Context: an optimization exercise on an open-source flow, tuned for small area. The choices shown serve that exercise and are no tape-out recipe. The RTL was checked by simulation tests, not by an equivalence proof against the original design. Power figures rest on the tool's default switching activity, not on a simulated workload.

==> flow/design.v <==
module reg_file_dump #(
    parameter int DATA_W   = 64,
    parameter int NUM_REGS = 32
) (
    input  logic              Clk,
    input  logic              Reset_n,
    input  logic [4:0]        ReadSelect1,
    input  logic [4:0]        ReadSelect2,
    input  logic [4:0]        WriteSelect,
    input  logic              RegWrite,
    input  logic [DATA_W-1:0] WriteData,
    output logic [DATA_W-1:0] ReadData1,
    output logic [DATA_W-1:0] ReadData2,
    input  logic              DumpReq,
    input  logic              DumpReady,
    output logic              DumpValid,
    output logic [4:0]        DumpIndex,
    output logic [DATA_W-1:0] DumpData,
    output logic              DumpBusy
);
    localparam logic [4:0] XZR      = 5'd31;
    localparam logic [4:0] LAST_IDX = 5'd31;
    typedef enum logic {
        IDLE = 1'b0,
        SEND = 1'b1
    } dump_state_t;
    logic [DATA_W-1:0] regs [NUM_REGS];
    dump_state_t       state;
    logic [4:0]        next_index;
    function automatic logic [DATA_W-1:0] view_reg(
        input logic [4:0]        sel,
        input logic              we,
        input logic [4:0]        wsel,
        input logic [DATA_W-1:0] wdata,
        input logic [DATA_W-1:0] stored
    );
        if (sel == XZR)
            view_reg = '0;
        else if (we && (wsel == sel))
            view_reg = wdata;
        else
            view_reg = stored;
    endfunction
    assign ReadData1  = view_reg(ReadSelect1, RegWrite, WriteSelect, WriteData, regs[ReadSelect1]);
    assign ReadData2  = view_reg(ReadSelect2, RegWrite, WriteSelect, WriteData, regs[ReadSelect2]);
    assign next_index = DumpIndex + 5'd1;
    assign DumpBusy   = (state == SEND);
    always_ff @(posedge Clk) begin
        if (!Reset_n) begin
            for (int i = 0; i < NUM_REGS; i++)
                regs[i] <= '0;
        end else if (RegWrite && (WriteSelect != XZR)) begin
            regs[WriteSelect] <= WriteData;
        end
    end
    always_ff @(posedge Clk) begin
        if (!Reset_n) begin
            state     <= IDLE;
            DumpValid <= 1'b0;
            DumpIndex <= '0;
            DumpData  <= '0;
        end else begin
            case (state)
                IDLE: begin
                    if (DumpReq) begin
                        state     <= SEND;
                        DumpValid <= 1'b1;
                        DumpIndex <= '0;
                        DumpData  <= view_reg(5'd0, RegWrite, WriteSelect, WriteData, regs[0]);
                    end
                end
                SEND: begin
                    if (DumpReady) begin
                        if (DumpIndex == LAST_IDX) begin
                            state     <= IDLE;
                            DumpValid <= 1'b0;
                        end else begin
                            DumpIndex <= next_index;
                            DumpData  <= view_reg(next_index, RegWrite, WriteSelect,
                                                  WriteData, regs[next_index]);
                        end
                    end
                end
                default: begin
                    state     <= IDLE;
                    DumpValid <= 1'b0;
                end
            endcase
        end
    end
endmodule
==> flow/run.sh <==
#!/bin/bash
# synth_recipe.tcl (not shown) runs the flow's synth.tcl, then flattens the netlist and writes it again
# the make line also repeats each setting of config.mk as NAME=value (left out here)
make -C /OpenROAD-flow-scripts/flow DESIGN_CONFIG=/design/flow/config.mk WORK_HOME=/design/flow/orfs CLKGATE_MAP_FILE= SYNTH_SCRIPT=/design/flow/synth_recipe.tcl finish
==> flow/config.mk <==
export PLATFORM = sky130hd
export DESIGN_NAME = reg_file_dump
export DESIGN_NICKNAME = reg_file_dump
export VERILOG_FILES = /design/flow/design.v
export SDC_FILE = /design/flow/constraint.sdc
export NUM_CORES = 4
export LEC_CHECK = 0
export CAP_MARGIN = 20
export CORE_MARGIN = 2
export CORE_UTILIZATION = 30
export SETUP_SLACK_MARGIN = 0.4
export SLEW_MARGIN = 20
==> flow/constraint.sdc <==
create_clock -name core_clock -period 7.0 [get_ports {Clk}]
set_input_delay 1.4000 -clock core_clock [delete_from_list [all_inputs] [get_ports {Clk}]]
set_output_delay 1.4000 -clock core_clock [all_outputs]
set_load 0.01 [all_outputs]
==> results.yml <==
final_layout:
  utilization_pct: 34.43
  final_cells: 15670
  drive_above_1_share_pct: 21.85
  layout_commonest_cell: "edfxtp_1"
  syn_to_final_growth_pct: 14.40
  layout_common_cells: "2,048 x edfxtp_1, 1,984 x and2_1, 1,134 x mux4_2"
  nets: 9793
power_and_ir_drop:
  power.density_nw_per_um2: 223.8
  peakVddDrop_uv: 235.3
  power_mw: 33.46
  power_leakage_nw: 51.28
sta:
  max_freq_ghz: 0.1559
  setup-tns-final_ps: 0
  rsz0062_at_grt: "false"
  period_share_pct: 91.66
  drv_slew: 0
  finalCriticalPeriod_ps: 6416
  tightest_slew_ps: 1300
  setup_viol: 0
  finClkSkew_ps: 76.77
  max_slew_margin_pct: 13.36
  hold_violations: 0
synth:
  synth_top_area_share_pct: 47.06
  async_flop_share_pct: 0
  synth_area_leaders: "edfxtp_1 47%, mux4_2 20%, and2_1 9.5%"
  ys_types: 58
  syn_area_um2: 130700
  avgSynthCellArea_um2: 13.39
  synth_ff_type: "edfxtp_1"
  syn_inst: 9759
  yosysSeqAreaShare_pct: 48.15
  yosys_warnings: 1
  synth_top_cell_by_area: "edfxtp_1"
  synth_enable_flop_cells: 2048
  ys_ff_latch: 2119
placement:
  gp_congestion: 0.8692
  hpwl_um: 345400
  port_buffers: 282
  dp.cells: 15210
route:
  drc: 0
  routed_wirelength_um: 599700
  first_iter_violations: 18060
  wl_per_cell_um: 38.28
  routed_via_density: 6.382
  dr.pass1.iters: 8
  antenna_left: 0
  routed-via-count: 99980
die:
  die-height_um: 664.0
  die-area_um2: 440900
  die_w_um: 664.0
  core_area_um2: 434200
  start_util_pct: 30.10
  fp-row-count: 242
  io_pins: 283
job:
  maxCapViolations: 0
clocking:
  cts_hold_buf: 0
  clk_pin_slew_worst_paths_ps: 60
  clockBufferDepth: 4
  root_buffer: "clkbuf_16"
  numCtsBuffers: 229
  cts_resized: 0
  clkSinkCount: 2119
  clock_latency_ps: 970
  htreeDepth: 4
  cts_tree: "built"
  cts_setup_buffers: 0
global_routing:
  grt.total_usage_pct: 26.27
  grt_pass1_vias: 95180
  grt-ovfl-total: 0
  grt_max_degree: 121
  grt_pass1_wl_um: 811900
  antenna_found_initial: 78
setup_path:
  cpLargestDelayFamily: "buffers and inverters"
  worstSetupEndpointType: "primary output"
  cp.buffers_inverters: 3
  cp_cell_sequence: "buf_8, nand3_4, buf_12, o22ai_1, a211oi_1, o21ai_0, a32o_1, clkdlybuf4s50_1"
  crit_path_max_incr_delay_ps: 760
  cp.arrival_ps: 5020
  start_kind: "input pin"
  critPathSlowestCell: "nand3_4"
  worstSetupPathDepth: 8
  ff2ff_path_depth: 12
  worstPathRequired_ps: 5600
  worstPathMaxFanout: 38
  critPathKind: "in2out"
hold_path:
  holdPathStages: 2
  min_path_type: "reg2reg"
outcome:
  status: "complete, no violations"
-- routing by layer --
layer / share of wire [%] / track usage (%) / vias to the layer above
met2: 43 / 39.34 / 8771
met3: 14 / 7.668 / 1955
met1: 35 / 33.32 / 51250
li1: - / - / 37980
met4: 7.5 / 16.51 / 32
met5: 0.036 / 0 / -
-- worst min-delay path, cell delays in order, from the launching register on --
cell and delay (ps):
dfxtp_1 330, o21ai_0 80, a21oi_1 110
-- path summary, 6_finish.rpt --
path,start,end,slack [ps]
worst max-delay path,ReadSelect2[1],ReadData2[1],580
worst min-delay path,DumpData[23]$_SDFFE_PN0P_,DumpData[23]$_SDFFE_PN0P_,560
worst max register to register,DumpIndex[0]$_SDFFE_PN0P_,DumpData[14]$_SDFFE_PN0P_,2170
worst min register to register,DumpData[23]$_SDFFE_PN0P_,DumpData[23]$_SDFFE_PN0P_,560
-- synthesized netlist by cell type, drive strengths merged, types with 117 or more instances --
master	n
o21ai	364
nand3	122
clkbuf	728
nor2	200
and2	1987
mux2i	1045
edfxtp	2048
o22ai	127
mux4	1134
nand2	337
buf	364
a21oi	357
o221ai	117
-- state kept, by name, summed over array words and instances (netlist names) --
register,flops
DumpData,64
DumpIndex,5
DumpValid,1
regs,2048
state,1
-- kinds of logic (layout without fill, tap and decap cells) --
family                   Yosys count  in the layout  synth area share [%]
adder cells (fa/ha/maj)            3              3               0.02873
AND/OR/NAND/NOR                 2693           2693                 11.77
AO/OA/AOI/OAI                   1532           1532                 7.732
buffers and inverters           1097           1169                 3.630
XOR/XNOR                          19             19                0.1436
other                              1            102              0.002870
multiplexers                    2295           2295                 28.55
flip-flops                      2119           2119                 48.15
-- final cells by class --
| type | instances | area [um^2] |
|---|---|---|
| multi-input combinational | 6606 | 64100 |
| clock inverter | 106 | 1114 |
| sequential | 2119 | 62930 |
| inverter | 5 | 26.28 |
| fill | 42070 | 284700 |
| antenna | 38 | 95.09 |
| timing repair buffer | 745 | 7772 |
| tap | 5734 | 7174 |
| clock buffer | 313 | 6280 |
-- where the power goes --
part	internal [mW]	switching (mW)	total, mW
registers	14.6	0.598	15.2
logic	2.31	3.33	5.64
clock network	7.09	5.50	12.6
-- metrics by stage --
stage          setup slack (ps)  hold WS, ps  instance area [um^2]
2_1_floorplan            -296.6        526.6                130900
3_3_place_gp              412.8        514.7                141700
3_5_place_dp              665.7        536.9                142000
4_1_cts                   664.6        554.8                149400
5_1_grt                   557.0        591.9                149400
6_report                  584.0        555.5                149500

-- static timing again, ports no longer ideal --
In the flow no input, the clock included, has a driving cell. The finished layout below was timed again as built, in two steps. Step 1 (the two cells are an assumption about what drives the block):
set clk [get_ports {Clk}]
set_driving_cell -lib_cell sky130_fd_sc_hd__clkbuf_16 $clk
set_driving_cell -lib_cell sky130_fd_sc_hd__buf_2 [delete_from_list [all_inputs] $clk]
Step 2 times the ports against the registers' clock, not the clock port: input delays grow and output delays shrink by t, the midpoint of the rising clock arrivals with the driver on. Three values: ideal, step 1, step 2; two values: the first two.
shift t [ns]: 1.045
setup WS [ns]: 0.584 / 0.473 / 0.473
worst setup path at the end: input to output
worst register clock-pin slew, ns: 0.07 / 0.07
After both steps setup and hold are still met in this run. The setup slack of this run moves by -0.111 ns with the drivers and by -0.111 ns with both steps.
